This design comes from an exercise in tuning for small area, a short achievable clock period and few clock cycles on the open sky130 flow, not from production work. Only simulation tests tie the RTL to the original design; equivalence was not proved.

==> run a <==
Design e_mdu_multicycle, start of the top module:
module e_mdu_multicycle (
  input  logic        i_clk,
  input  logic        i_reset_n,
  input  logic [31:0] i_srcA,
  input  logic [31:0] i_srcB,
  input  logic [4:0]  i_mduOp,
  input  logic        i_start,
  input  logic        i_flush,
  output logic [31:0] or_hi,
  output logic [31:0] or_lo,
  output logic [31:0] or_result,
  output logic        or_busy,
  output logic        o_done
);
Settings: LEC_CHECK=0, CAP_MARGIN=10, CORE_MARGIN=2, CORE_UTILIZATION=50, SLEW_MARGIN=10, SYNTH_HIERARCHICAL=1, BUFFER_PORTS_ARGS=-buffer_cell sky130_fd_sc_hd__buf_2, SETUP_SLACK_MARGIN=65.8; clock period 110.0 ns.
standard.sh (not shown) runs the stock make flow with config.mk's settings and CLKGATE_MAP_FILE= SYNTH_SCRIPT=/design/flow/synth_recipe.tcl, a recipe that flattens the netlist after the stock synthesis.
==> flow/flow/run.sh <==
#!/bin/bash
set -e
cp standard.sh flow_standard_copy.txt
echo 'export BUFFER_PORTS_ARGS = -buffer_cell sky130_fd_sc_hd__buf_2' >> config.mk
echo 'export SETUP_SLACK_MARGIN = 65.8' >> config.mk
bash standard.sh > standard.log 2>&1
==> run b: changes against run a <==
--- a/flow/design.v
+++ b/flow/design.v
@@ -55,20 +55,20 @@
     for (int i = 0; i < 32; i++)
       if (x[i]) len = 6'(i + 1);
   end
 endmodule
 module mdu_rsel (
   input  logic [4:0] op,
-  input  logic [3:0] hi,
-  input  logic [3:0] lo,
-  output logic [3:0] res
+  input  logic [7:0] hi,
+  input  logic [7:0] lo,
+  output logic [7:0] res
 );
   logic sel_hi, sel_lo;
   assign sel_hi = (op == 5'd9);
   assign sel_lo = (op == 5'd10);
-  assign res    = ({4{sel_hi}} & hi) | ({4{sel_lo}} & lo);
+  assign res    = ({8{sel_hi}} & hi) | ({8{sel_lo}} & lo);
 endmodule
 module mdu_mul (
   input  logic [31:0] a,
   input  logic [31:0] b,
   input  logic        a_x,
   input  logic        b_x,
@@ -1921,18 +1921,13 @@
   mdu_fa u_s1175 (.a(s925), .b(c1046), .c(s1047), .s(s1175), .co(c1176));
   mdu_fa u_s1177 (.a(s927), .b(c1048), .c(s1049), .s(s1177), .co(c1178));
   mdu_fa u_s1179 (.a(s929), .b(c1050), .c(s1051), .s(s1179), .co(c1180));
   mdu_fa u_s1181 (.a(c930), .b(c1052), .c(s1053), .s(s1181), .co(c1182));
   assign r0 = {c1180, c1178, c1176, c1174, c1172, c1170, c1168, c1166, c1164, c1162, c1160, c1158, c1156, c1154, c1152, c1150, c1148, c1146, c1144, c1142, c1140, c1138, c1136, c1134, c1132, c1130, c1128, c1126, c1124, c1122, c1120, c1118, c1116, c1114, c1112, c1110, c1108, c1106, c1104, c1102, c1100, c1098, c1096, c1094, c1092, c1090, c1088, c1086, c1084, c1082, c1080, c1078, c1076, c1074, c1072, c1070, c1068, c1066, c1064, c1062, c1060, c1058, c1056, acc[0]};
   assign r1 = {s1181, s1179, s1177, s1175, s1173, s1171, s1169, s1167, s1165, s1163, s1161, s1159, s1157, s1155, s1153, s1151, s1149, s1147, s1145, s1143, s1141, s1139, s1137, s1135, s1133, s1131, s1129, s1127, s1125, s1123, s1121, s1119, s1117, s1115, s1113, s1111, s1109, s1107, s1105, s1103, s1101, s1099, s1097, s1095, s1093, s1091, s1089, s1087, s1085, s1083, s1081, s1079, s1077, s1075, s1073, s1071, s1069, s1067, s1065, s1063, s1061, s1059, s1057, s1055};
-  logic [28:0] rc;
-  assign rc[0] = 1'b0;
-  for (genvar k = 0; k < 28; k++) begin : g_rip
-    mdu_fa u_fa (.a(r0[k]), .b(r1[k]), .c(rc[k]), .s(y[k]), .co(rc[k+1]));
-  end
-  assign y[63:28] = r0[63:28] + r1[63:28] + {35'd0, rc[28]};
+  assign y = r0 + r1;
 endmodule
 module mdu_fa (input logic a, input logic b, input logic c, output logic s, output logic co);
   assign s  = a ^ b ^ c;
   assign co = (a & b) | (a & c) | (b & c);
 endmodule
 module mdu_ha (input logic a, input logic b, output logic s, output logic co);
@@ -2084,15 +2079,15 @@
     end
   end
   assign or_hi   = hi_v;
   assign or_lo   = lo_v;
   assign or_busy = busy_q;
   assign o_done  = done_q;
-  for (genvar g = 0; g < 8; g++) begin : g_rsel
+  for (genvar g = 0; g < 4; g++) begin : g_rsel
     mdu_rsel u_rsel (
       .op  (i_mduOp),
-      .hi  (hi_v[4*g +: 4]),
-      .lo  (lo_v[4*g +: 4]),
-      .res (or_result[4*g +: 4])
+      .hi  (hi_v[8*g +: 8]),
+      .lo  (lo_v[8*g +: 8]),
+      .res (or_result[8*g +: 8])
     );
   end
 endmodule
==> flow/flow/run.sh (replaced) <==
#!/bin/bash
set -e
cp standard.sh flow_standard_copy.txt
echo 'export BUFFER_PORTS_ARGS = -buffer_cell sky130_fd_sc_hd__buf_2' >> config.mk
export BUFFER_PORTS_ARGS="-buffer_cell sky130_fd_sc_hd__buf_2"
bash standard.sh > standard.log 2>&1
==> flow/config.mk (replaced) <==
export PLATFORM = sky130hd
export DESIGN_NAME = e_mdu_multicycle
export DESIGN_NICKNAME = e_mdu_multicycle
export VERILOG_FILES = /design/flow/design.v
export SDC_FILE = /design/flow/constraint.sdc
export NUM_CORES = 4
export LEC_CHECK = 0
export CAP_MARGIN = 20
export CORE_MARGIN = 2
export CORE_UTILIZATION = 30
export SLEW_MARGIN = 20
export SYNTH_HIERARCHICAL = 1
export BUFFER_PORTS_ARGS = -buffer_cell sky130_fd_sc_hd__buf_2
==> summary of the runs <==
- In run a the count of clock-buffer cells in the layout is higher than in run b, by 1.
- Synthesized area: run a is smaller than run b (3.0%).
- Against run a, the final cell count of run b is larger by about 19%.
Testbench counts of run a, summed over its fixed seeds: cycles 6,156.
Testbench counts of run b, summed over its fixed seeds: cycles 6,156.

* * *

==> build 22: inputs <==
e_mdu_multicycle, a different RTL version from the one above (not shown whole).
// e_mdu_multicycle
module e_mdu_multicycle (
  input  logic        i_clk,
  input  logic        i_reset_n,
  input  logic [31:0] i_srcA,
  input  logic [31:0] i_srcB,
  input  logic [4:0]  i_mduOp,
  input  logic        i_start,
  input  logic        i_flush,
  output logic [31:0] or_hi,
  output logic [31:0] or_lo,
  output logic [31:0] or_result,
  output logic        or_busy,
  output logic        o_done
);
clock: 110.0 ns
lec_check: 0
cap_margin: 20
core_margin: 2
core_utilization: 30
slew_margin: 20
synth_hierarchical: 1
run.sh (not shown) runs the stock make flow with config.mk's settings and CLKGATE_MAP_FILE= SYNTH_SCRIPT=/design/flow/synth_recipe.tcl, a recipe that flattens the netlist after the stock synthesis.
Stock flow here: none of the scripts above is used.
==> build 88 (differences from build 22) <==
--- a/flow/design.v
+++ b/flow/design.v
@@ -19,28 +19,30 @@
     MUL  = 2'd1,
     DIV  = 2'd2
   } mdu_state_e;
 endpackage
 module mdu_divide #(
-  parameter int K = 4
+  parameter int K  = 4,
+  parameter int QW = 32
 ) (
-  input  logic [31:0] rem_i,    
-  input  logic [31:0] quo_i,    
-  input  logic [31:0] dsr,      
-  output logic [31:0] rem_o,
-  output logic [31:0] quo_o
+  input  logic [31:0]   rem_i,    
+  input  logic [QW-1:0] quo_i,    
+  input  logic [31:0]   dsr,      
+  output logic [31:0]   rem_o,
+  output logic [QW-1:0] quo_o
 );
-  logic [31:0] r, q;
+  logic [31:0]   r;
+  logic [QW-1:0] q;
   logic [32:0] t;
   always_comb begin
     r = rem_i;
     q = quo_i;
     for (int i = 0; i < K; i++) begin
-      t = {r, q[31]} - {1'b0, dsr};
-      if (t[32]) r = {r[30:0], q[31]};
+      t = {r, q[QW-1]} - {1'b0, dsr};
+      if (t[32]) r = {r[30:0], q[QW-1]};
       else       r = t[31:0];
-      q = {q[30:0], ~t[32]};
+      q = {q[QW-2:0], ~t[32]};
     end
     rem_o = r;
     quo_o = q;
   end
 endmodule
@@ -52,10 +54,21 @@
     len = 6'd0;
     for (int i = 0; i < 32; i++)
       if (x[i]) len = 6'(i + 1);
   end
 endmodule
+module mdu_rsel (
+  input  logic [4:0] op,
+  input  logic [3:0] hi,
+  input  logic [3:0] lo,
+  output logic [3:0] res
+);
+  logic sel_hi, sel_lo;
+  assign sel_hi = (op == 5'd9);
+  assign sel_lo = (op == 5'd10);
+  assign res    = ({4{sel_hi}} & hi) | ({4{sel_lo}} & lo);
+endmodule
 module mdu_mul (
   input  logic [31:0] a,
   input  logic [31:0] b,
   input  logic        a_x,
   input  logic        b_x,
@@ -1909,11 +1922,16 @@
   mdu_fa u_s1177 (.a(s927), .b(c1048), .c(s1049), .s(s1177), .co(c1178));
   mdu_fa u_s1179 (.a(s929), .b(c1050), .c(s1051), .s(s1179), .co(c1180));
   mdu_fa u_s1181 (.a(c930), .b(c1052), .c(s1053), .s(s1181), .co(c1182));
   assign r0 = {c1180, c1178, c1176, c1174, c1172, c1170, c1168, c1166, c1164, c1162, c1160, c1158, c1156, c1154, c1152, c1150, c1148, c1146, c1144, c1142, c1140, c1138, c1136, c1134, c1132, c1130, c1128, c1126, c1124, c1122, c1120, c1118, c1116, c1114, c1112, c1110, c1108, c1106, c1104, c1102, c1100, c1098, c1096, c1094, c1092, c1090, c1088, c1086, c1084, c1082, c1080, c1078, c1076, c1074, c1072, c1070, c1068, c1066, c1064, c1062, c1060, c1058, c1056, acc[0]};
   assign r1 = {s1181, s1179, s1177, s1175, s1173, s1171, s1169, s1167, s1165, s1163, s1161, s1159, s1157, s1155, s1153, s1151, s1149, s1147, s1145, s1143, s1141, s1139, s1137, s1135, s1133, s1131, s1129, s1127, s1125, s1123, s1121, s1119, s1117, s1115, s1113, s1111, s1109, s1107, s1105, s1103, s1101, s1099, s1097, s1095, s1093, s1091, s1089, s1087, s1085, s1083, s1081, s1079, s1077, s1075, s1073, s1071, s1069, s1067, s1065, s1063, s1061, s1059, s1057, s1055};
-  assign y = r0 + r1;
+  logic [28:0] rc;
+  assign rc[0] = 1'b0;
+  for (genvar k = 0; k < 28; k++) begin : g_rip
+    mdu_fa u_fa (.a(r0[k]), .b(r1[k]), .c(rc[k]), .s(y[k]), .co(rc[k+1]));
+  end
+  assign y[63:28] = r0[63:28] + r1[63:28] + {35'd0, rc[28]};
 endmodule
 module mdu_fa (input logic a, input logic b, input logic c, output logic s, output logic co);
   assign s  = a ^ b ^ c;
   assign co = (a & b) | (a & c) | (b & c);
 endmodule
@@ -1934,16 +1952,18 @@
   output logic [31:0] or_lo,
   output logic [31:0] or_result,
   output logic        or_busy,
   output logic        o_done
 );
-  localparam int DIV_K  = 4;              
-  localparam int DIV_NC = 32 / DIV_K;     
+  localparam int DIV_K  = 4;                         
+  localparam int DIV_NC = (32 + DIV_K - 1) / DIV_K;   
+  localparam int QW     = DIV_K * DIV_NC;            
   localparam int CntW   = $clog2(DIV_NC);
   logic              busy_q, done_q;
   logic [31:0]       hi_q, lo_q;
-  logic [31:0]       rem_q, quo_q, dsr_q;
+  logic [31:0]       rem_q, dsr_q;
+  logic [QW-1:0]     quo_q;
   logic [CntW-1:0]   cnt_q;
   logic              negq_q, negr_q;
   logic              dshow_q;          
   logic [31:0]       hi_v, lo_v;       
   logic accept;
@@ -1974,11 +1994,11 @@
   logic [31:0]       abs_a, abs_b;
   logic [5:0]        len_a, len_b;
   logic [5:0]        nq;
   logic [CntW:0]     ncyc;
   logic [CntW-1:0]   skip;
-  logic [63:0]       init;
+  logic [QW+31:0]    init;
   assign sa     = div_sgn & i_srcA[31];
   assign sb     = div_sgn & i_srcB[31];
   assign abs_a  = sa ? (32'd0 - i_srcA) : i_srcA;
   assign abs_b  = sb ? (32'd0 - i_srcB) : i_srcB;
   assign b_zero = (i_srcB == 32'd0);
@@ -1986,21 +2006,22 @@
   mdu_bitlen u_len_b (.x(abs_b), .len(len_b));
   assign q_zero = (len_a < len_b);
   assign nq     = len_a - len_b;                        
   assign ncyc   = (CntW+1)'(nq / DIV_K) + 1'b1;        
   assign skip   = CntW'(DIV_NC - ncyc);                 
-  assign init   = {32'd0, abs_a} << (DIV_K * skip);
-  logic [31:0] rem_n, quo_n, rem_fix, quo_fix;
-  mdu_divide #(.K(DIV_K)) u_divide (
+  assign init   = {(QW)'(0), abs_a} << (DIV_K * skip);
+  logic [31:0]   rem_n, rem_fix, quo_fix;
+  logic [QW-1:0] quo_n;
+  mdu_divide #(.K(DIV_K), .QW(QW)) u_divide (
     .rem_i (rem_q),
     .quo_i (quo_q),
     .dsr   (dsr_q),
     .rem_o (rem_n),
     .quo_o (quo_n)
   );
   assign rem_fix = negr_q ? (32'd0 - rem_n) : rem_n;
-  assign quo_fix = negq_q ? (32'd0 - quo_n) : quo_n;
+  assign quo_fix = negq_q ? (32'd0 - quo_n[31:0]) : quo_n[31:0];
   assign hi_v = dshow_q ? rem_fix : hi_q;
   assign lo_v = dshow_q ? quo_fix : lo_q;
   logic last, div_quick;
   assign last      = (cnt_q == '0);
   assign div_quick = b_zero || q_zero;
@@ -2052,25 +2073,26 @@
     if (busy_q) begin
       rem_q <= rem_n;
       quo_q <= quo_n;
       cnt_q <= cnt_q - 1'b1;
     end else begin
-      rem_q  <= init[63:32];
-      quo_q  <= init[31:0];
+      rem_q  <= init[QW+31:QW];
+      quo_q  <= init[QW-1:0];
       dsr_q  <= abs_b;
       cnt_q  <= CntW'(ncyc - 2'd2);
       negq_q <= sa ^ sb;
       negr_q <= sa;
     end
   end
   assign or_hi   = hi_v;
   assign or_lo   = lo_v;
   assign or_busy = busy_q;
   assign o_done  = done_q;
-  always_comb begin
-    case (i_mduOp)
-      MDU_MFHI: or_result = hi_v;
-      MDU_MFLO: or_result = lo_v;
-      default:  or_result = '0;
-    endcase
+  for (genvar g = 0; g < 8; g++) begin : g_rsel
+    mdu_rsel u_rsel (
+      .op  (i_mduOp),
+      .hi  (hi_v[4*g +: 4]),
+      .lo  (lo_v[4*g +: 4]),
+      .res (or_result[4*g +: 4])
+    );
   end
 endmodule
==> flow/flow/run.sh (new file) <==
#!/bin/bash
set -e
cp standard.sh flow_standard_copy.txt
echo 'export BUFFER_PORTS_ARGS = -buffer_cell sky130_fd_sc_hd__buf_2' >> config.mk
echo 'export SETUP_SLACK_MARGIN = 65.8' >> config.mk
bash standard.sh > standard.log 2>&1
==> flow/standard.sh (new file) <==
#!/bin/bash
# synth_recipe.tcl (not shown) runs the flow's synth.tcl, then flattens the netlist and writes it again
# the make line also repeats each setting of config.mk as NAME=value (left out here)
make -C /OpenROAD-flow-scripts/flow DESIGN_CONFIG=/design/flow/config.mk WORK_HOME=/design/flow/orfs CLKGATE_MAP_FILE= SYNTH_SCRIPT=/design/flow/synth_recipe.tcl "${@:-finish}"
- BUFFER_PORTS_ARGS: default -> -buffer_cell sky130_fd_sc_hd__buf_2
- CORE_UTILIZATION: 30 -> 50
- SETUP_SLACK_MARGIN: default -> 65.8
removed: flow/run.sh
==> build 42 (differences from build 22) <==
--- a/flow/design.v
+++ b/flow/design.v
@@ -19,28 +19,30 @@
     MUL  = 2'd1,
     DIV  = 2'd2
   } mdu_state_e;
 endpackage
 module mdu_divide #(
-  parameter int K = 4
+  parameter int K  = 4,
+  parameter int QW = 32
 ) (
-  input  logic [31:0] rem_i,    
-  input  logic [31:0] quo_i,    
-  input  logic [31:0] dsr,      
-  output logic [31:0] rem_o,
-  output logic [31:0] quo_o
+  input  logic [31:0]   rem_i,    
+  input  logic [QW-1:0] quo_i,    
+  input  logic [31:0]   dsr,      
+  output logic [31:0]   rem_o,
+  output logic [QW-1:0] quo_o
 );
-  logic [31:0] r, q;
+  logic [31:0]   r;
+  logic [QW-1:0] q;
   logic [32:0] t;
   always_comb begin
     r = rem_i;
     q = quo_i;
     for (int i = 0; i < K; i++) begin
-      t = {r, q[31]} - {1'b0, dsr};
-      if (t[32]) r = {r[30:0], q[31]};
+      t = {r, q[QW-1]} - {1'b0, dsr};
+      if (t[32]) r = {r[30:0], q[QW-1]};
       else       r = t[31:0];
-      q = {q[30:0], ~t[32]};
+      q = {q[QW-2:0], ~t[32]};
     end
     rem_o = r;
     quo_o = q;
   end
 endmodule
@@ -52,10 +54,21 @@
     len = 6'd0;
     for (int i = 0; i < 32; i++)
       if (x[i]) len = 6'(i + 1);
   end
 endmodule
+module mdu_rsel (
+  input  logic [4:0] op,
+  input  logic [7:0] hi,
+  input  logic [7:0] lo,
+  output logic [7:0] res
+);
+  logic sel_hi, sel_lo;
+  assign sel_hi = (op == 5'd9);
+  assign sel_lo = (op == 5'd10);
+  assign res    = ({8{sel_hi}} & hi) | ({8{sel_lo}} & lo);
+endmodule
 module mdu_mul (
   input  logic [31:0] a,
   input  logic [31:0] b,
   input  logic        a_x,
   input  logic        b_x,
@@ -1909,11 +1922,16 @@
   mdu_fa u_s1177 (.a(s927), .b(c1048), .c(s1049), .s(s1177), .co(c1178));
   mdu_fa u_s1179 (.a(s929), .b(c1050), .c(s1051), .s(s1179), .co(c1180));
   mdu_fa u_s1181 (.a(c930), .b(c1052), .c(s1053), .s(s1181), .co(c1182));
   assign r0 = {c1180, c1178, c1176, c1174, c1172, c1170, c1168, c1166, c1164, c1162, c1160, c1158, c1156, c1154, c1152, c1150, c1148, c1146, c1144, c1142, c1140, c1138, c1136, c1134, c1132, c1130, c1128, c1126, c1124, c1122, c1120, c1118, c1116, c1114, c1112, c1110, c1108, c1106, c1104, c1102, c1100, c1098, c1096, c1094, c1092, c1090, c1088, c1086, c1084, c1082, c1080, c1078, c1076, c1074, c1072, c1070, c1068, c1066, c1064, c1062, c1060, c1058, c1056, acc[0]};
   assign r1 = {s1181, s1179, s1177, s1175, s1173, s1171, s1169, s1167, s1165, s1163, s1161, s1159, s1157, s1155, s1153, s1151, s1149, s1147, s1145, s1143, s1141, s1139, s1137, s1135, s1133, s1131, s1129, s1127, s1125, s1123, s1121, s1119, s1117, s1115, s1113, s1111, s1109, s1107, s1105, s1103, s1101, s1099, s1097, s1095, s1093, s1091, s1089, s1087, s1085, s1083, s1081, s1079, s1077, s1075, s1073, s1071, s1069, s1067, s1065, s1063, s1061, s1059, s1057, s1055};
-  assign y = r0 + r1;
+  logic [28:0] rc;
+  assign rc[0] = 1'b0;
+  for (genvar k = 0; k < 28; k++) begin : g_rip
+    mdu_fa u_fa (.a(r0[k]), .b(r1[k]), .c(rc[k]), .s(y[k]), .co(rc[k+1]));
+  end
+  assign y[63:28] = r0[63:28] + r1[63:28] + {35'd0, rc[28]};
 endmodule
 module mdu_fa (input logic a, input logic b, input logic c, output logic s, output logic co);
   assign s  = a ^ b ^ c;
   assign co = (a & b) | (a & c) | (b & c);
 endmodule
@@ -1934,16 +1952,18 @@
   output logic [31:0] or_lo,
   output logic [31:0] or_result,
   output logic        or_busy,
   output logic        o_done
 );
-  localparam int DIV_K  = 4;              
-  localparam int DIV_NC = 32 / DIV_K;     
+  localparam int DIV_K  = 4;                         
+  localparam int DIV_NC = (32 + DIV_K - 1) / DIV_K;   
+  localparam int QW     = DIV_K * DIV_NC;            
   localparam int CntW   = $clog2(DIV_NC);
   logic              busy_q, done_q;
   logic [31:0]       hi_q, lo_q;
-  logic [31:0]       rem_q, quo_q, dsr_q;
+  logic [31:0]       rem_q, dsr_q;
+  logic [QW-1:0]     quo_q;
   logic [CntW-1:0]   cnt_q;
   logic              negq_q, negr_q;
   logic              dshow_q;          
   logic [31:0]       hi_v, lo_v;       
   logic accept;
@@ -1974,11 +1994,11 @@
   logic [31:0]       abs_a, abs_b;
   logic [5:0]        len_a, len_b;
   logic [5:0]        nq;
   logic [CntW:0]     ncyc;
   logic [CntW-1:0]   skip;
-  logic [63:0]       init;
+  logic [QW+31:0]    init;
   assign sa     = div_sgn & i_srcA[31];
   assign sb     = div_sgn & i_srcB[31];
   assign abs_a  = sa ? (32'd0 - i_srcA) : i_srcA;
   assign abs_b  = sb ? (32'd0 - i_srcB) : i_srcB;
   assign b_zero = (i_srcB == 32'd0);
@@ -1986,21 +2006,22 @@
   mdu_bitlen u_len_b (.x(abs_b), .len(len_b));
   assign q_zero = (len_a < len_b);
   assign nq     = len_a - len_b;                        
   assign ncyc   = (CntW+1)'(nq / DIV_K) + 1'b1;        
   assign skip   = CntW'(DIV_NC - ncyc);                 
-  assign init   = {32'd0, abs_a} << (DIV_K * skip);
-  logic [31:0] rem_n, quo_n, rem_fix, quo_fix;
-  mdu_divide #(.K(DIV_K)) u_divide (
+  assign init   = {(QW)'(0), abs_a} << (DIV_K * skip);
+  logic [31:0]   rem_n, rem_fix, quo_fix;
+  logic [QW-1:0] quo_n;
+  mdu_divide #(.K(DIV_K), .QW(QW)) u_divide (
     .rem_i (rem_q),
     .quo_i (quo_q),
     .dsr   (dsr_q),
     .rem_o (rem_n),
     .quo_o (quo_n)
   );
   assign rem_fix = negr_q ? (32'd0 - rem_n) : rem_n;
-  assign quo_fix = negq_q ? (32'd0 - quo_n) : quo_n;
+  assign quo_fix = negq_q ? (32'd0 - quo_n[31:0]) : quo_n[31:0];
   assign hi_v = dshow_q ? rem_fix : hi_q;
   assign lo_v = dshow_q ? quo_fix : lo_q;
   logic last, div_quick;
   assign last      = (cnt_q == '0);
   assign div_quick = b_zero || q_zero;
@@ -2052,25 +2073,26 @@
     if (busy_q) begin
       rem_q <= rem_n;
       quo_q <= quo_n;
       cnt_q <= cnt_q - 1'b1;
     end else begin
-      rem_q  <= init[63:32];
-      quo_q  <= init[31:0];
+      rem_q  <= init[QW+31:QW];
+      quo_q  <= init[QW-1:0];
       dsr_q  <= abs_b;
       cnt_q  <= CntW'(ncyc - 2'd2);
       negq_q <= sa ^ sb;
       negr_q <= sa;
     end
   end
   assign or_hi   = hi_v;
   assign or_lo   = lo_v;
   assign or_busy = busy_q;
   assign o_done  = done_q;
-  always_comb begin
-    case (i_mduOp)
-      MDU_MFHI: or_result = hi_v;
-      MDU_MFLO: or_result = lo_v;
-      default:  or_result = '0;
-    endcase
+  for (genvar g = 0; g < 4; g++) begin : g_rsel
+    mdu_rsel u_rsel (
+      .op  (i_mduOp),
+      .hi  (hi_v[8*g +: 8]),
+      .lo  (lo_v[8*g +: 8]),
+      .res (or_result[8*g +: 8])
+    );
   end
 endmodule
==> flow/flow/run.sh (new file) <==
#!/bin/bash
set -e
cp standard.sh flow_standard_copy.txt
echo 'export BUFFER_PORTS_ARGS = -buffer_cell sky130_fd_sc_hd__buf_2' >> config.mk
echo 'export SETUP_SLACK_MARGIN = 65.8' >> config.mk
bash standard.sh > standard.log 2>&1
==> flow/standard.sh (new file) <==
#!/bin/bash
# synth_recipe.tcl (not shown) runs the flow's synth.tcl, then flattens the netlist and writes it again
# the make line also repeats each setting of config.mk as NAME=value (left out here)
make -C /OpenROAD-flow-scripts/flow DESIGN_CONFIG=/design/flow/config.mk WORK_HOME=/design/flow/orfs CLKGATE_MAP_FILE= SYNTH_SCRIPT=/design/flow/synth_recipe.tcl "${@:-finish}"
- BUFFER_PORTS_ARGS: default -> -buffer_cell sky130_fd_sc_hd__buf_2
- SETUP_SLACK_MARGIN: default -> 65.8
removed: flow/run.sh
==> impl_metrics.env <==
export IMPL_status="complete, no violations"
export IMPL_sh_seq_area_pct=7.67
export IMPL_design_area_um2=52700
export IMPL_holdWs_ns=0.434
export IMPL_via_per_inst=6.26
export IMPL_finalNonFillerCells=7790
export IMPL_syn2layout_area_growth_pct=9.27
export IMPL_syn_area_per_cell_um2=8.38
export IMPL_fin_crit_ns=46.94
The numbers above come from build 22.

==> impl_metrics.env <==
export IMPL_status="complete, no violations"
export IMPL_fin_crit_ns=44.99
export IMPL_holdWs_ns=0.437
export IMPL_sh_seq_area_pct=8.11
export IMPL_syn_area_per_cell_um2=8.62
The numbers above come from build 88.

==> impl_metrics.env <==
export IMPL_status="complete, no violations"
export IMPL_via_per_inst=6.31
export IMPL_finalNonFillerCells=7418
export IMPL_holdWs_ns=0.447
export IMPL_fin_crit_ns=44.92
export IMPL_syn_area_per_cell_um2=8.61
export IMPL_syn2layout_area_growth_pct=7.61
The numbers above come from build 42.

Testbench counts of build 22, summed over its fixed seeds: cycles 6,156.
Testbench counts of build 88, summed over its fixed seeds: cycles 6,156.
Testbench counts of build 42, summed over its fixed seeds: cycles 6,156.

==> afterwards: timing with drivers on the ports <==
In the flow no input, the clock included, has a driving cell. The finished layouts below were timed again as built, in two steps.
Step 1 (the two cells are an assumption about what drives the block):
set clk [get_ports {i_clk}]
set_driving_cell -lib_cell sky130_fd_sc_hd__clkbuf_16 $clk
set_driving_cell -lib_cell sky130_fd_sc_hd__buf_2 [delete_from_list [all_inputs] $clk]
Step 2, shift: input delay + t, output delay - t, t = (earliest + latest rising clock arrival at the registers) / 2. This alone moves slack from input paths to output paths.
Three values: ideal, step 1, step 2; two values: the first two.
| run | t, ns | setup slack, ns | worst hold slack (ns) | worst setup path at the end | cell pins on the clock port's net |
|---|---|---|---|---|---|
| run a | 0.541 | 65.014 / 64.903 / 64.903 | 0.437 / 0.437 / 0.437 | input to output | 1 |
| run b | 0.570 | 64.514 / 64.495 / 64.495 | 0.440 / 0.440 / 0.440 | input to output | 1 |
| build 22 | 0.544 | 63.055 / 62.984 / 62.984 | 0.434 / 0.434 / 0.434 | input to output | 1 |
| build 88 | 0.550 | 65.012 / 64.905 / 64.905 | 0.437 / 0.437 / 0.437 | input to output | 1 |
| build 42 | 0.599 | 65.080 / 64.813 / 64.813 | 0.447 / 0.447 / 0.447 | input to output | 1 |
After both steps setup and hold are still met in every run listed. For build 42, which loses most, drivers alone change the setup slack by -0.267 ns; drivers and shift together by -0.267 ns.
